Context: an optimization exercise on an open-source flow, tuned for small area, a short achievable clock period and few clock cycles. The choices shown serve that exercise and are no tape-out recipe. Function was checked by simulation only, so behaviour that the tests miss may differ from the original.

==> branch willow: inputs <==
// matvec_top
module matvec_top (
    input  logic               clk,
    input  logic               reset,
    input  logic               input_valid,
    output logic               input_ready,
    input  matvec_pkg::elem_t  input_data,
    input  logic               new_matrix,
    output logic               output_valid,
    input  logic               output_ready,
    output matvec_pkg::acc_t   output_data
);
==> module matvec_top, before the edit <==
module matvec_top (
    input  logic               clk,
    input  logic               reset,
    input  logic               input_valid,
    output logic               input_ready,
    input  matvec_pkg::elem_t  input_data,
    input  logic               new_matrix,
    output logic               output_valid,
    input  logic               output_ready,
    output matvec_pkg::acc_t   output_data
);
    localparam int N  = 8;
    localparam int IW = 14;
    localparam int AW = 28;
    localparam int D  = 12;             
    localparam logic [AW-1:0] ACC_MAX = {1'b0, {(AW-1){1'b1}}};
    localparam logic [AW-1:0] ACC_MIN = {1'b1, {(AW-1){1'b0}}};
    logic [2:0] ph;        
    logic [2:0] col;       
    logic [2:0] row;       
    logic [1:0] mode;      
    logic [4:0] owed;      
    logic       accept;
    logic       x_word;
    logic       mat_word;
    logic       last_x;
    assign x_word   = (mode == 2'd2) || ((mode == 2'd0) && !new_matrix);
    assign mat_word = (mode == 2'd1) || ((mode == 2'd0) && new_matrix);
    assign input_ready = (ph == col) &&
                         !((mode == 2'd2) && (col == 3'd7) && (owed > 5'(D - N)));
    assign accept = input_valid && input_ready && !reset;
    assign last_x = accept && (mode == 2'd2) && (col == 3'd7);
    always_ff @(posedge clk) begin
        if (reset) begin
            ph   <= '0;
            col  <= '0;
            row  <= '0;
            mode <= 2'd0;
        end else begin
            ph <= ph + 3'd1;
            if (accept) begin
                col <= col + 3'd1;
                case (mode)
                    2'd0: mode <= new_matrix ? 2'd1 : 2'd2;
                    2'd1: begin
                        if (col == 3'd7) begin
                            row <= row + 3'd1;
                            if (row == 3'd7) mode <= 2'd2;
                        end
                    end
                    default: begin
                        if (col == 3'd7) mode <= 2'd0;
                    end
                endcase
            end
        end
    end
    logic [N-1:0][N-1:0][IW-1:0] ring;
    for (genvar r = 0; r < N; r++) begin : g_ring
        always_ff @(posedge clk) begin
            for (int k = 0; k < N - 1; k++) ring[r][k] <= ring[r][k+1];
            if (accept && mat_word && (row == 3'(r))) ring[r][N-1] <= input_data;
            else                                      ring[r][N-1] <= ring[r][0];
        end
    end
    logic [N-1:0][6:0] xone, xtwo, xneg;
    logic [N+1:0]      fl;      
    logic [N+1:0]      ll;      
    logic [IW:0]       xb;
    logic [6:0]        one_in, two_in, neg_in;
    assign xb = {input_data, 1'b0};
    for (genvar i = 0; i < 7; i++) begin : g_rec
        assign one_in[i] = xb[2*i+1] ^ xb[2*i];
        assign two_in[i] = (xb[2*i+2] & ~xb[2*i+1] & ~xb[2*i]) |
                           (~xb[2*i+2] & xb[2*i+1] & xb[2*i]);
        assign neg_in[i] = xb[2*i+2];
    end
    always_ff @(posedge clk) begin
        xone[0] <= (accept && x_word) ? one_in : '0;
        xtwo[0] <= (accept && x_word) ? two_in : '0;
        xneg[0] <= (accept && x_word) ? neg_in : '0;
        for (int k = 1; k < N; k++) begin
            xone[k] <= xone[k-1];
            xtwo[k] <= xtwo[k-1];
            xneg[k] <= xneg[k-1];
        end
    end
    always_ff @(posedge clk) begin
        if (reset) begin
            fl <= '0;
            ll <= '0;
        end else begin
            fl <= {fl[N:0], accept && x_word && (col == 3'd0)};
            ll <= {ll[N:0], last_x};
        end
    end
    logic [N-1:0][AW-1:0] acc;
    logic [N-1:0][AW-1:0] push_terms;
    for (genvar r = 0; r < N; r++) begin : g_row
        logic [IW-1:0] w;
        logic [AW:0]   s, c, s_q, c_q;
        logic [AW:0]   a, hs, hc, sum;
        assign w = ring[r][N-1-r];
        mul_csa u_mul (
            .w   (w),
            .one (xone[r]),
            .two (xtwo[r]),
            .neg (xneg[r]),
            .s (s),
            .c (c)
        );
        assign a  = fl[r+1] ? '0 : {acc[r][AW-1], acc[r]};
        assign hs = a ^ s_q ^ c_q;
        assign hc = ((a & s_q) | (a & c_q) | (s_q & c_q)) << 1;
        assign sum = hs + hc;
        always_ff @(posedge clk) begin
            s_q <= s;
            c_q <= c;
            if (sum[AW] != sum[AW-1]) acc[r] <= sum[AW] ? ACC_MIN : ACC_MAX;
            else                      acc[r] <= sum[AW-1:0];
        end
        assign push_terms[r] = ll[r+2] ? acc[r] : '0;
    end
    localparam int NE = D - 1;
    logic [NE-1:0][AW-1:0] fe;
    logic [NE-1:0]         wp, rp;      
    logic [3:0]            n;           
    logic                  ov;
    logic [AW-1:0]         oq;
    logic                  push, pop, load, take;
    logic [AW-1:0]         din, head, nextval;
    always_comb begin
        din = '0;
        for (int r = 0; r < N; r++) din = din | push_terms[r];
        head = '0;
        for (int i = 0; i < NE; i++) head = head | (rp[i] ? fe[i] : '0);
    end
    logic       avail;
    logic [3:0] n_keep, n_take;
    logic [4:0] owed_keep, owed_pop;
    assign push      = |ll[N+1:2];
    assign avail     = (n != 4'd0) || push;
    assign load      = !ov || output_ready;
    assign pop       = ov && output_ready;
    assign take      = load && avail;
    assign nextval   = (n != 4'd0) ? head : din;
    assign n_keep    = n + 4'(push);
    assign n_take    = n_keep - 4'd1;
    assign owed_keep = owed + (last_x ? 5'd8 : 5'd0);
    assign owed_pop  = owed_keep - 5'd1;
    always_ff @(posedge clk) begin
        for (int i = 0; i < NE; i++) begin
            if (push && wp[i]) fe[i] <= din;
        end
        if (load) oq <= nextval;
    end
    always_ff @(posedge clk) begin
        if (reset) begin
            wp   <= NE'(1);
            rp   <= NE'(1);
            n    <= '0;
            ov   <= 1'b0;
            owed <= '0;
        end else begin
            if (push) wp <= {wp[NE-2:0], wp[NE-1]};
            if (take) rp <= {rp[NE-2:0], rp[NE-1]};
            n    <= take ? n_take : n_keep;
            ov   <= avail || (ov && !output_ready);
            owed <= pop ? owed_pop : owed_keep;
        end
    end
    assign output_valid = ov;
    assign output_data  = oq;
endmodule
export LEC_CHECK = 0
export CAP_MARGIN = 20
export CORE_MARGIN = 2
export CORE_UTILIZATION = 40
export SLEW_MARGIN = 20
create_clock -name core_clock -period 8.0 [get_ports {clk}]
run.sh (not shown) runs the stock make flow with config.mk's settings and CLKGATE_MAP_FILE= SYNTH_SCRIPT=/design/flow/synth_recipe.tcl, a recipe that flattens the netlist after the stock synthesis.
==> inputs of branch pepper, as changes to branch willow <==
--- a/flow/config.mk
+++ b/flow/config.mk
@@ -8,4 +8,5 @@
 export CAP_MARGIN = 20
 export CORE_MARGIN = 2
 export CORE_UTILIZATION = 40
+export SETUP_SLACK_MARGIN = 4.5
 export SLEW_MARGIN = 20
==> inputs of branch juniper, as changes to branch willow <==
--- a/flow/design.v
+++ b/flow/design.v
@@ -309,6 +309,34 @@
     assign c = {1'b0, c180, c178, c176, c174, c172, c170, c168, c166, c164, c162, c160, c158, c156, c154, c152, c150, c148, c146, c144, c142, c140, c138, c136, c134, c132, s131, 1'b0, neg[0]};
 endmodule
 `timescale 1ns/1ps
+module add_sk #(
+    parameter int W = 29
+) (
+    input  logic [W-1:0] a,
+    input  logic [W-1:0] b,
+    output logic [W-1:0] y
+);
+    localparam int L = $clog2(W);
+    logic [L:0][W-1:0] g;
+    logic [L:0][W-1:0] p;
+    always_comb begin
+        g[0] = a & b;
+        p[0] = a ^ b;
+        for (int l = 0; l < L; l++) begin
+            for (int i = 0; i < W; i++) begin
+                if (((i >> l) & 1) == 1) begin
+                    g[l+1][i] = g[l][i] | (p[l][i] & g[l][((i >> l) << l) - 1]);
+                    p[l+1][i] = p[l][i] & p[l][((i >> l) << l) - 1];
+                end else begin
+                    g[l+1][i] = g[l][i];
+                    p[l+1][i] = p[l][i];
+                end
+            end
+        end
+    end
+    assign y = p[0] ^ {g[L][W-2:0], 1'b0};
+endmodule
+`timescale 1ns/1ps
 module matvec_top (
     input  logic               clk,
     input  logic               reset,
@@ -335,36 +363,49 @@
     logic       x_word;
     logic       mat_word;
     logic       last_x;
+    logic [2:0] ph_n, col_n, row_n;
+    logic [1:0] mode_n;
+    logic [4:0] owed_n;
+    logic       ready_q;
     assign x_word   = (mode == 2'd2) || ((mode == 2'd0) && !new_matrix);
     assign mat_word = (mode == 2'd1) || ((mode == 2'd0) && new_matrix);
-    assign input_ready = (ph == col) &&
-                         !((mode == 2'd2) && (col == 3'd7) && (owed > 5'(D - N)));
-    assign accept = input_valid && input_ready && !reset;
+    assign input_ready = ready_q;
+    assign accept = input_valid && ready_q && !reset;
     assign last_x = accept && (mode == 2'd2) && (col == 3'd7);
-    always_ff @(posedge clk) begin
-        if (reset) begin
-            ph   <= '0;
-            col  <= '0;
-            row  <= '0;
-            mode <= 2'd0;
-        end else begin
-            ph <= ph + 3'd1;
-            if (accept) begin
-                col <= col + 3'd1;
-                case (mode)
-                    2'd0: mode <= new_matrix ? 2'd1 : 2'd2;
-                    2'd1: begin
-                        if (col == 3'd7) begin
-                            row <= row + 3'd1;
-                            if (row == 3'd7) mode <= 2'd2;
-                        end
-                    end
-                    default: begin
-                        if (col == 3'd7) mode <= 2'd0;
+    always_comb begin
+        ph_n   = ph + 3'd1;
+        col_n  = col;
+        row_n  = row;
+        mode_n = mode;
+        if (accept) begin
+            col_n = col + 3'd1;
+            case (mode)
+                2'd0: mode_n = new_matrix ? 2'd1 : 2'd2;
+                2'd1: begin
+                    if (col == 3'd7) begin
+                        row_n = row + 3'd1;
+                        if (row == 3'd7) mode_n = 2'd2;
                     end
-                endcase
-            end
+                end
+                default: begin
+                    if (col == 3'd7) mode_n = 2'd0;
+                end
+            endcase
         end
+        if (reset) begin
+            ph_n   = '0;
+            col_n  = '0;
+            row_n  = '0;
+            mode_n = 2'd0;
+        end
+    end
+    always_ff @(posedge clk) begin
+        ph      <= ph_n;
+        col     <= col_n;
+        row     <= row_n;
+        mode    <= mode_n;
+        ready_q <= (ph_n == col_n) &&
+                   !((mode_n == 2'd2) && (col_n == 3'd7) && (owed_n > 5'(D - N)));
     end
     logic [N-1:0][N-1:0][IW-1:0] ring;
     for (genvar r = 0; r < N; r++) begin : g_ring
@@ -406,10 +447,12 @@
         end
     end
     logic [N-1:0][AW-1:0] acc;
+    logic [N-1:0]         sat_q;       
+    logic [N-1:0]         sgn_q;       
     logic [N-1:0][AW-1:0] push_terms;
     for (genvar r = 0; r < N; r++) begin : g_row
         logic [IW-1:0] w;
-        logic [AW:0]   s, c, s_q, c_q;
+        logic [AW:0]   s, c, t_q, u_q;
         logic [AW:0]   a, hs, hc, sum;
         assign w = ring[r][N-1-r];
         mul_csa u_mul (
@@ -420,17 +463,24 @@
             .s (s),
             .c (c)
         );
-        assign a  = fl[r+1] ? '0 : {acc[r][AW-1], acc[r]};
-        assign hs = a ^ s_q ^ c_q;
-        assign hc = ((a & s_q) | (a & c_q) | (s_q & c_q)) << 1;
-        assign sum = hs + hc;
+        logic [AW-1:0] eff;
+        assign eff = sat_q[r] ? (sgn_q[r] ? ACC_MIN : ACC_MAX) : acc[r];
+        assign a   = fl[r+1] ? '0 : {eff[AW-1], eff};
+        assign hs = a ^ t_q;
+        assign hc = (u_q | (a & t_q)) << 1;
+        add_sk #(.W(AW + 1)) u_add (
+            .a (hs),
+            .b (hc),
+            .y (sum)
+        );
         always_ff @(posedge clk) begin
-            s_q <= s;
-            c_q <= c;
-            if (sum[AW] != sum[AW-1]) acc[r] <= sum[AW] ? ACC_MIN : ACC_MAX;
-            else                      acc[r] <= sum[AW-1:0];
+            t_q <= s ^ c;
+            u_q <= s & c;
+            acc[r]   <= sum[AW-1:0];
+            sat_q[r] <= sum[AW] != sum[AW-1];
+            sgn_q[r] <= sum[AW];
         end
-        assign push_terms[r] = ll[r+2] ? acc[r] : '0;
+        assign push_terms[r] = ll[r+2] ? eff : '0;
     end
     localparam int NE = D - 1;
     logic [NE-1:0][AW-1:0] fe;
@@ -455,6 +505,7 @@
     assign pop       = ov && output_ready;
     assign take      = load && avail;
     assign nextval   = (n != 4'd0) ? head : din;
+    assign owed_n    = reset ? 5'd0 : (pop ? owed_pop : owed_keep);
     assign n_keep    = n + 4'(push);
     assign n_take    = n_keep - 4'd1;
     assign owed_keep = owed + (last_x ? 5'd8 : 5'd0);
@@ -477,7 +528,7 @@
             if (take) rp <= {rp[NE-2:0], rp[NE-1]};
             n    <= take ? n_take : n_keep;
             ov   <= avail || (ov && !output_ready);
-            owed <= pop ? owed_pop : owed_keep;
+            owed <= owed_n;
         end
     end
     assign output_valid = ov;
--- a/flow/config.mk
+++ b/flow/config.mk
@@ -7,5 +7,8 @@
 export LEC_CHECK = 0
 export CAP_MARGIN = 20
 export CORE_MARGIN = 2
-export CORE_UTILIZATION = 40
+export CORE_UTILIZATION = 70
+export CTS_CLUSTER_DIAMETER = 120
+export CTS_CLUSTER_SIZE = 24
+export SETUP_SLACK_MARGIN = 4.3
 export SLEW_MARGIN = 20
==> inputs of branch tundra, as changes to branch willow <==
--- a/flow/design.v
+++ b/flow/design.v
@@ -309,6 +309,34 @@
     assign c = {1'b0, c180, c178, c176, c174, c172, c170, c168, c166, c164, c162, c160, c158, c156, c154, c152, c150, c148, c146, c144, c142, c140, c138, c136, c134, c132, s131, 1'b0, neg[0]};
 endmodule
 `timescale 1ns/1ps
+module add_sk #(
+    parameter int W = 29
+) (
+    input  logic [W-1:0] a,
+    input  logic [W-1:0] b,
+    output logic [W-1:0] y
+);
+    localparam int L = $clog2(W);
+    logic [L:0][W-1:0] g;
+    logic [L:0][W-1:0] p;
+    always_comb begin
+        g[0] = a & b;
+        p[0] = a ^ b;
+        for (int l = 0; l < L; l++) begin
+            for (int i = 0; i < W; i++) begin
+                if (((i >> l) & 1) == 1) begin
+                    g[l+1][i] = g[l][i] | (p[l][i] & g[l][((i >> l) << l) - 1]);
+                    p[l+1][i] = p[l][i] & p[l][((i >> l) << l) - 1];
+                end else begin
+                    g[l+1][i] = g[l][i];
+                    p[l+1][i] = p[l][i];
+                end
+            end
+        end
+    end
+    assign y = p[0] ^ {g[L][W-2:0], 1'b0};
+endmodule
+`timescale 1ns/1ps
 module matvec_top (
     input  logic               clk,
     input  logic               reset,
@@ -335,36 +363,49 @@
     logic       x_word;
     logic       mat_word;
     logic       last_x;
+    logic [2:0] ph_n, col_n, row_n;
+    logic [1:0] mode_n;
+    logic [4:0] owed_n;
+    logic       ready_q;
     assign x_word   = (mode == 2'd2) || ((mode == 2'd0) && !new_matrix);
     assign mat_word = (mode == 2'd1) || ((mode == 2'd0) && new_matrix);
-    assign input_ready = (ph == col) &&
-                         !((mode == 2'd2) && (col == 3'd7) && (owed > 5'(D - N)));
-    assign accept = input_valid && input_ready && !reset;
+    assign input_ready = ready_q;
+    assign accept = input_valid && ready_q && !reset;
     assign last_x = accept && (mode == 2'd2) && (col == 3'd7);
-    always_ff @(posedge clk) begin
-        if (reset) begin
-            ph   <= '0;
-            col  <= '0;
-            row  <= '0;
-            mode <= 2'd0;
-        end else begin
-            ph <= ph + 3'd1;
-            if (accept) begin
-                col <= col + 3'd1;
-                case (mode)
-                    2'd0: mode <= new_matrix ? 2'd1 : 2'd2;
-                    2'd1: begin
-                        if (col == 3'd7) begin
-                            row <= row + 3'd1;
-                            if (row == 3'd7) mode <= 2'd2;
-                        end
-                    end
-                    default: begin
-                        if (col == 3'd7) mode <= 2'd0;
+    always_comb begin
+        ph_n   = ph + 3'd1;
+        col_n  = col;
+        row_n  = row;
+        mode_n = mode;
+        if (accept) begin
+            col_n = col + 3'd1;
+            case (mode)
+                2'd0: mode_n = new_matrix ? 2'd1 : 2'd2;
+                2'd1: begin
+                    if (col == 3'd7) begin
+                        row_n = row + 3'd1;
+                        if (row == 3'd7) mode_n = 2'd2;
                     end
-                endcase
-            end
+                end
+                default: begin
+                    if (col == 3'd7) mode_n = 2'd0;
+                end
+            endcase
         end
+        if (reset) begin
+            ph_n   = '0;
+            col_n  = '0;
+            row_n  = '0;
+            mode_n = 2'd0;
+        end
+    end
+    always_ff @(posedge clk) begin
+        ph      <= ph_n;
+        col     <= col_n;
+        row     <= row_n;
+        mode    <= mode_n;
+        ready_q <= (ph_n == col_n) &&
+                   !((mode_n == 2'd2) && (col_n == 3'd7) && (owed_n > 5'(D - N)));
     end
     logic [N-1:0][N-1:0][IW-1:0] ring;
     for (genvar r = 0; r < N; r++) begin : g_ring
@@ -409,7 +450,7 @@
     logic [N-1:0][AW-1:0] push_terms;
     for (genvar r = 0; r < N; r++) begin : g_row
         logic [IW-1:0] w;
-        logic [AW:0]   s, c, s_q, c_q;
+        logic [AW:0]   s, c, t_q, u_q;
         logic [AW:0]   a, hs, hc, sum;
         assign w = ring[r][N-1-r];
         mul_csa u_mul (
@@ -421,12 +462,16 @@
             .c (c)
         );
         assign a  = fl[r+1] ? '0 : {acc[r][AW-1], acc[r]};
-        assign hs = a ^ s_q ^ c_q;
-        assign hc = ((a & s_q) | (a & c_q) | (s_q & c_q)) << 1;
-        assign sum = hs + hc;
+        assign hs = a ^ t_q;
+        assign hc = (u_q | (a & t_q)) << 1;
+        add_sk #(.W(AW + 1)) u_add (
+            .a (hs),
+            .b (hc),
+            .y (sum)
+        );
         always_ff @(posedge clk) begin
-            s_q <= s;
-            c_q <= c;
+            t_q <= s ^ c;
+            u_q <= s & c;
             if (sum[AW] != sum[AW-1]) acc[r] <= sum[AW] ? ACC_MIN : ACC_MAX;
             else                      acc[r] <= sum[AW-1:0];
         end
@@ -455,6 +500,7 @@
     assign pop       = ov && output_ready;
     assign take      = load && avail;
     assign nextval   = (n != 4'd0) ? head : din;
+    assign owed_n    = reset ? 5'd0 : (pop ? owed_pop : owed_keep);
     assign n_keep    = n + 4'(push);
     assign n_take    = n_keep - 4'd1;
     assign owed_keep = owed + (last_x ? 5'd8 : 5'd0);
@@ -477,7 +523,7 @@
             if (take) rp <= {rp[NE-2:0], rp[NE-1]};
             n    <= take ? n_take : n_keep;
             ov   <= avail || (ov && !output_ready);
-            owed <= pop ? owed_pop : owed_keep;
+            owed <= owed_n;
         end
     end
     assign output_valid = ov;
--- a/flow/config.mk
+++ b/flow/config.mk
@@ -7,5 +7,8 @@
 export LEC_CHECK = 0
 export CAP_MARGIN = 20
 export CORE_MARGIN = 2
-export CORE_UTILIZATION = 40
+export CORE_UTILIZATION = 75
+export CTS_CLUSTER_DIAMETER = 150
+export CTS_CLUSTER_SIZE = 24
+export SETUP_SLACK_MARGIN = 4.7
 export SLEW_MARGIN = 20
==> summary of the runs <==
- Non-clock buffer count: branch willow < branch juniper < branch pepper < branch tundra.
- Wire length, lowest first: branch juniper, branch willow, branch pepper, branch tundra.
- Register-to-register slack is about the same in branch juniper and branch tundra.
- Of branch willow and branch pepper, branch pepper has the higher utilization (gap 3.1 points).
- Clock skew: branch tundra > branch willow > branch pepper > branch juniper.
- Of branch pepper and branch willow, branch pepper has the higher critical path depth (gap 1).
- Of branch tundra and branch willow, branch willow has the higher synthesized area (gap about 4%, measured against branch willow).
- Of branch pepper and branch tundra, branch pepper has the higher cell count (gap about 23%, measured against branch tundra).
- Count of clock-buffer cells in the layout, highest first: branch willow, branch pepper, branch tundra, branch juniper.
Testbench counts of branch willow, summed over its fixed seeds: cycles 5,464.
Testbench counts of branch pepper, summed over its fixed seeds: cycles 5,464.
Testbench counts of branch juniper, summed over its fixed seeds: cycles 5,464.
Testbench counts of branch tundra, summed over its fixed seeds: cycles 5,464.

separate check: timing with driven ports:
The flow's constraints put no driver on any port. The routed layouts listed below were extracted and timed again, unchanged, in two steps.
Step 1: set_driving_cell puts a clkbuf_16 on clk and a buf_2 on each other input, an assumption about the parent block.
Step 2 times the ports against the registers' clock, not the clock port: input delays grow and output delays shrink by t, the midpoint of the rising clock arrivals with the driver on.
a / b / c = ideal ports / drivers / drivers and shift; a / b = the first two.
run	t, ns	slack for setup (ns)	hold WS [ns]
branch willow	0.958	2.568 / 2.568 / 2.568	0.282 / 0.282 / 0.282
branch pepper	0.940	4.133 / 4.133 / 3.659	0.297 / 0.297 / 0.297
branch juniper	0.840	4.330 / 4.270 / 3.656	0.314 / 0.314 / 0.314
branch tundra	0.883	4.344 / 4.344 / 3.908	0.319 / 0.319 / 0.319
After both steps every run listed still meets setup and hold. The setup slack of branch juniper, which loses most, moves by -0.060 ns with the drivers and by -0.674 ns with both steps.
